What follows belongs to an exercise in optimizing a design on an open flow for small area and a short achievable clock period; a production flow would make more cautious choices. At most, simulation tests tie the RTL to the original design; equivalence was not proved. No activity file was given, so power comes from the tool's default toggle rates.

==> wip/harbor: inputs <==
Design multi_speed_ctrl, start of the top module:
module multi_speed_ctrl
#(
    parameter int NUM_CH      = 6,
    parameter int GP_BITS     = 16,
    parameter int DEADBAND    = 4,
    parameter int RAMP_STEP   = 1000,
    parameter int WDOG_CYCLES = 3000
) (
    input  logic                        clk,
    input  logic                        rst_n,
    input  logic                        avail,
    input  logic [7:0]                  data,
    input  logic [32*NUM_CH-1:0]        max_spd,
    output logic [32*NUM_CH-1:0]        tgt_spd,
    output logic [GP_BITS-1:0]          gp_out,
    output logic [8*NUM_CH+GP_BITS-1:0] latched_data,
    output logic                        frame_ok,
    output logic                        frame_err,
    output logic                        timeout
);
export LEC_CHECK = 0
export ABC_AREA = 1
export CAP_MARGIN = 20
export CORE_MARGIN = 2
export CORE_UTILIZATION = 40
export CTS_BUF_LIST = sky130_fd_sc_hd__clkbuf_4 sky130_fd_sc_hd__clkbuf_8
export PLACE_DENSITY = 0.8
export SETUP_SLACK_MARGIN = 4.5
export SLEW_MARGIN = 20
export SYNTH_HIERARCHICAL = 1
export SYNTH_MINIMUM_KEEP_SIZE = 0
create_clock -name core_clock -period 8.5 [get_ports {clk}]
run.sh (not shown) runs the stock make flow with config.mk's settings and CLKGATE_MAP_FILE= SYNTH_SCRIPT=/design/flow/synth_recipe.tcl, a recipe that flattens the netlist after the stock synthesis.
==> wip/zinc (differences from wip/harbor) <==
==> flow/flow/run.sh (new file) <==
#!/bin/bash
set -o pipefail
export BUFFER_PORTS_ARGS="-buffer_cell sky130_fd_sc_hd__buf_2"
bash standard.sh > standard.log 2>&1
==> flow/standard.sh (new file) <==
#!/bin/bash
# synth_recipe.tcl (not shown) runs the flow's synth.tcl, then flattens the netlist and writes it again
# the make line also repeats each setting of config.mk as NAME=value (left out here)
make -C /OpenROAD-flow-scripts/flow DESIGN_CONFIG=/design/flow/config.mk WORK_HOME=/design/flow/orfs CLKGATE_MAP_FILE= SYNTH_SCRIPT=/design/flow/synth_recipe.tcl "${@:-finish}"
- CAP_MARGIN: 20 -> 5
- CORE_UTILIZATION: 40 -> 55
- SLEW_MARGIN: 20 -> 5
removed: flow/run.sh
==> wip/juniper (differences from wip/harbor) <==
--- a/flow/design.v
+++ b/flow/design.v
@@ -2436,22 +2436,27 @@
     assign lc_d = g221;
     assign cmd = {y433, y432, y431, y430, y429, y428, y427, y426, y425, y424, y423, y422, y421, y420, y419, y418, y417, y416, y415, y414, y413, y412, y411, y410, y409, y408, y407, y406, y405, y404, y403, y402};
     assign e = {y759, y758, y757, y756, y755, y754, y753, y752, y751, y750, y749, y748, y747, y746, y745, y744, y743, y742, y741, y740, y739, y738, y737, y736, y735, y734, y733, y732, y731, y730, y729, y728, y727};
     assign eZ = z760 & z762 & z764 & z766 & z768 & z770 & z772 & z774 & z776 & z778 & z780 & z782 & z784 & z786 & z788 & z790 & z792 & z794 & z796 & z798 & z800 & z802 & z804;
     assign eO = o761 & o763 & o765 & o767 & o769 & o771 & o773 & o775 & o777 & o779 & o781 & o783 & o785 & o787 & o789 & o791 & o793 & o795 & o797 & o799 & o801 & o803 & o805;
     assign up = {u1184, u1183, u1182, u1181, u1180, u1179, u1178, u1177, u1176, u1175, u1174, u1173, u1172, u1171, u1170, u1169, u1168, u1167, u1166, u1165, u1164, y861, y860, y859, y858, y857, y856, y855, y854, y853, y852, tgt_q[0]};
     assign dn = {d1205, d1204, d1203, d1202, d1201, d1200, d1199, d1198, d1197, d1196, d1195, d1194, d1193, d1192, d1191, d1190, d1189, d1188, d1187, d1186, d1185, y911, y910, y909, y908, y907, y906, y905, y904, y903, y902, tgt_q[0]};
-    assign over  = eZ ? (e[9:0] >= 10'd1000) : (~eO & ~e[32]);
-    assign under = eO ? (e[9:0] <= 10'd22)   : (~eZ &  e[32]);
-    assign tgt_nx = over ? up : under ? dn : cmd;
+    logic        eHi, eLo;
+    logic [31:0] tgt_d;
+    assign eHi = e[9:0] >= 10'd1000;
+    assign eLo = e[9:0] <= 10'd22;
+    slew_sel #(.W(16)) u_sel0 (.ez(eZ), .eo(eO), .es(e[32]), .hi(eHi), .lo(eLo), .zero(zero_i),
+        .up(up[15:0]), .dn(dn[15:0]), .cmd(cmd[15:0]), .d(tgt_d[15:0]));
+    slew_sel #(.W(16)) u_sel1 (.ez(eZ), .eo(eO), .es(e[32]), .hi(eHi), .lo(eLo), .zero(zero_i),
+        .up(up[31:16]), .dn(dn[31:16]), .cmd(cmd[31:16]), .d(tgt_d[31:16]));
     always_ff @(posedge clk) begin
         s_q   <= s_d;
         c_q   <= c_d;
         lc_q  <= lc_d;
-        tgt_q <= zero_i ? 32'd0 : tgt_nx;
+        tgt_q <= tgt_d;
     end
     assign tgt_spd_o = tgt_q;
 endmodule
 module fa_cell (
     input  logic a, b, ci,
     output logic s, co
 );
@@ -2461,14 +2466,26 @@
 module ha_cell (
     input  logic a, b,
     output logic s, co
 );
     assign s  = a ^ b;
     assign co = a & b;
 endmodule
+module slew_sel #(
+    parameter int W = 8
+) (
+    input  logic         ez, eo, es, hi, lo, zero,
+    input  logic [W-1:0] up, dn, cmd,
+    output logic [W-1:0] d
+);
+    logic over, under;
+    assign over  = ez ? hi : (~eo & ~es);
+    assign under = eo ? lo : (~ez &  es);
+    assign d = zero ? '0 : over ? up : under ? dn : cmd;
+endmodule
 module multi_speed_ctrl
 #(
     parameter int NUM_CH      = 6,
     parameter int GP_BITS     = 16,
     parameter int DEADBAND    = 4,
     parameter int RAMP_STEP   = 1000,
     parameter int WDOG_CYCLES = 3000
==> flow/flow/run.sh (new file) <==
#!/bin/bash
set -o pipefail
export BUFFER_PORTS_ARGS="-buffer_cell sky130_fd_sc_hd__buf_2"
bash standard.sh > standard.log 2>&1
==> flow/standard.sh (new file) <==
#!/bin/bash
# synth_recipe.tcl (not shown) runs the flow's synth.tcl, then flattens the netlist and writes it again
# the make line also repeats each setting of config.mk as NAME=value (left out here)
make -C /OpenROAD-flow-scripts/flow DESIGN_CONFIG=/design/flow/config.mk WORK_HOME=/design/flow/orfs CLKGATE_MAP_FILE= SYNTH_SCRIPT=/design/flow/synth_recipe.tcl "${@:-finish}"
- CAP_MARGIN: 20 -> 5
- SLEW_MARGIN: 20 -> 5
removed: flow/run.sh
==> wip/maple (differences from wip/harbor) <==
==> flow/flow/run.sh (new file) <==
#!/bin/bash
set -o pipefail
export BUFFER_PORTS_ARGS="-buffer_cell sky130_fd_sc_hd__buf_2"
bash standard.sh > standard.log 2>&1
==> flow/standard.sh (new file) <==
#!/bin/bash
# synth_recipe.tcl (not shown) runs the flow's synth.tcl, then flattens the netlist and writes it again
# the make line also repeats each setting of config.mk as NAME=value (left out here)
make -C /OpenROAD-flow-scripts/flow DESIGN_CONFIG=/design/flow/config.mk WORK_HOME=/design/flow/orfs CLKGATE_MAP_FILE= SYNTH_SCRIPT=/design/flow/synth_recipe.tcl "${@:-finish}"
removed: flow/run.sh
==> comparison table <==
	wip/zinc	wip/maple	wip/harbor	wip/juniper
Internal	9.39 mW	9.62 mW	9.82 mW	11.4 mW
Post-synthesis cell type count	50	50	50	52
Rel. slew slack	0.182	0.228	0.225	0.211
Router iterations before antenna repair	6	8	6	8
Sum of internal, switching and leakage power	17.0 mW	17.2 mW	17.5 mW	22.4 mW
X dimension of the die	387 um	453 um	453 um	457 um
Clock transition at the register clock pins on the worst setup and hold paths after CTS	0.06 ns	0.07 ns	0.06 ns	0.06 ns
Number of non-clock inverters	1042	1042	1042	1291
Die area	150000 um2	206000 um2	206000 um2	209000 um2
Outcome	finished clean	finished clean	finished clean	finished clean
Source of the worst hold timing path	shift_q[25]$_DFFE_PP_	shift_q[4]$_DFFE_PP_	shift_q[1]$_DFFE_PP_	shift_q[58]$_DFFE_PP_
Cell Count Post-Placement	12200	12900	12900	13000
Time the worst path needs with I/O delays and setup	3.96 ns	3.93 ns	4.00 ns	3.98 ns
Min Hold Slack	0.446 ns	0.445 ns	0.449 ns	0.451 ns
Area taken by multi-input logic gates	57400 um2	57700 um2	57700 um2	57600 um2
Worst r2r dst	g_ch[2].u_ramp.tgt_q[29]$_SDFFE_PP0P_	g_ch[5].u_ramp.tgt_q[11]$_SDFFE_PP0P_	g_ch[5].u_ramp.tgt_q[30]$_SDFFE_PP0P_	g_ch[2].u_ramp.tgt_q[26]$_DFF_P_
Compound-cell area share of the yosys netlist	0.100	0.100	0.100	0.108
End point of the critical path	latched_data[24]	gp_out[2]	latched_data[23]	latched_data[11]
Non-Filler Instances	12500	13400	13400	13400
IR drop worst, VDD	207 uV	161 uV	179 uV	311 uV
Clock network area share	0.0413	0.0430	0.0408	0.0368
For wip/juniper, only the layout was checked, not whether the RTL still works.

re-timing with driven ports:
The results above use ideal ports. As a check the final layouts listed here were re-extracted and re-timed, cells and wires unchanged. Step 1, drivers: a clkbuf_16 drives clk and a buf_2 each remaining input, both assumed. Step 2 adds t to the input delays and takes it off the output delays; t is the mean of the earliest and latest rising clock arrival at the registers after step 1. Input paths then give back, and output paths get back, about the clock's delay inside the block. a / b / c = no drivers / after step 1 / after step 2; a / b = the first two.
run | t, ns | setup slack, ns | clock arrival spread, ns | worst register clock-pin slew, ns | pins driven straight from the clock port
wip/harbor | 1.038 | 4.501 / 4.419 / 3.761 | 0.054 / 0.054 | 0.08 / 0.08 | 1
wip/zinc | 0.971 | 4.544 / 4.470 / 4.074 | 0.074 / 0.074 | 0.08 / 0.08 | 1
wip/juniper | 0.996 | 4.524 / 4.429 / 4.172 | 0.065 / 0.064 | 0.07 / 0.07 | 1
wip/maple | 0.986 | 4.574 / 4.495 / 4.110 | 0.060 / 0.060 | 0.07 / 0.07 | 1
After both steps every run listed still meets setup and hold. The setup slack of wip/harbor, which loses most, moves by -0.082 ns with the drivers and by -0.740 ns with both steps.
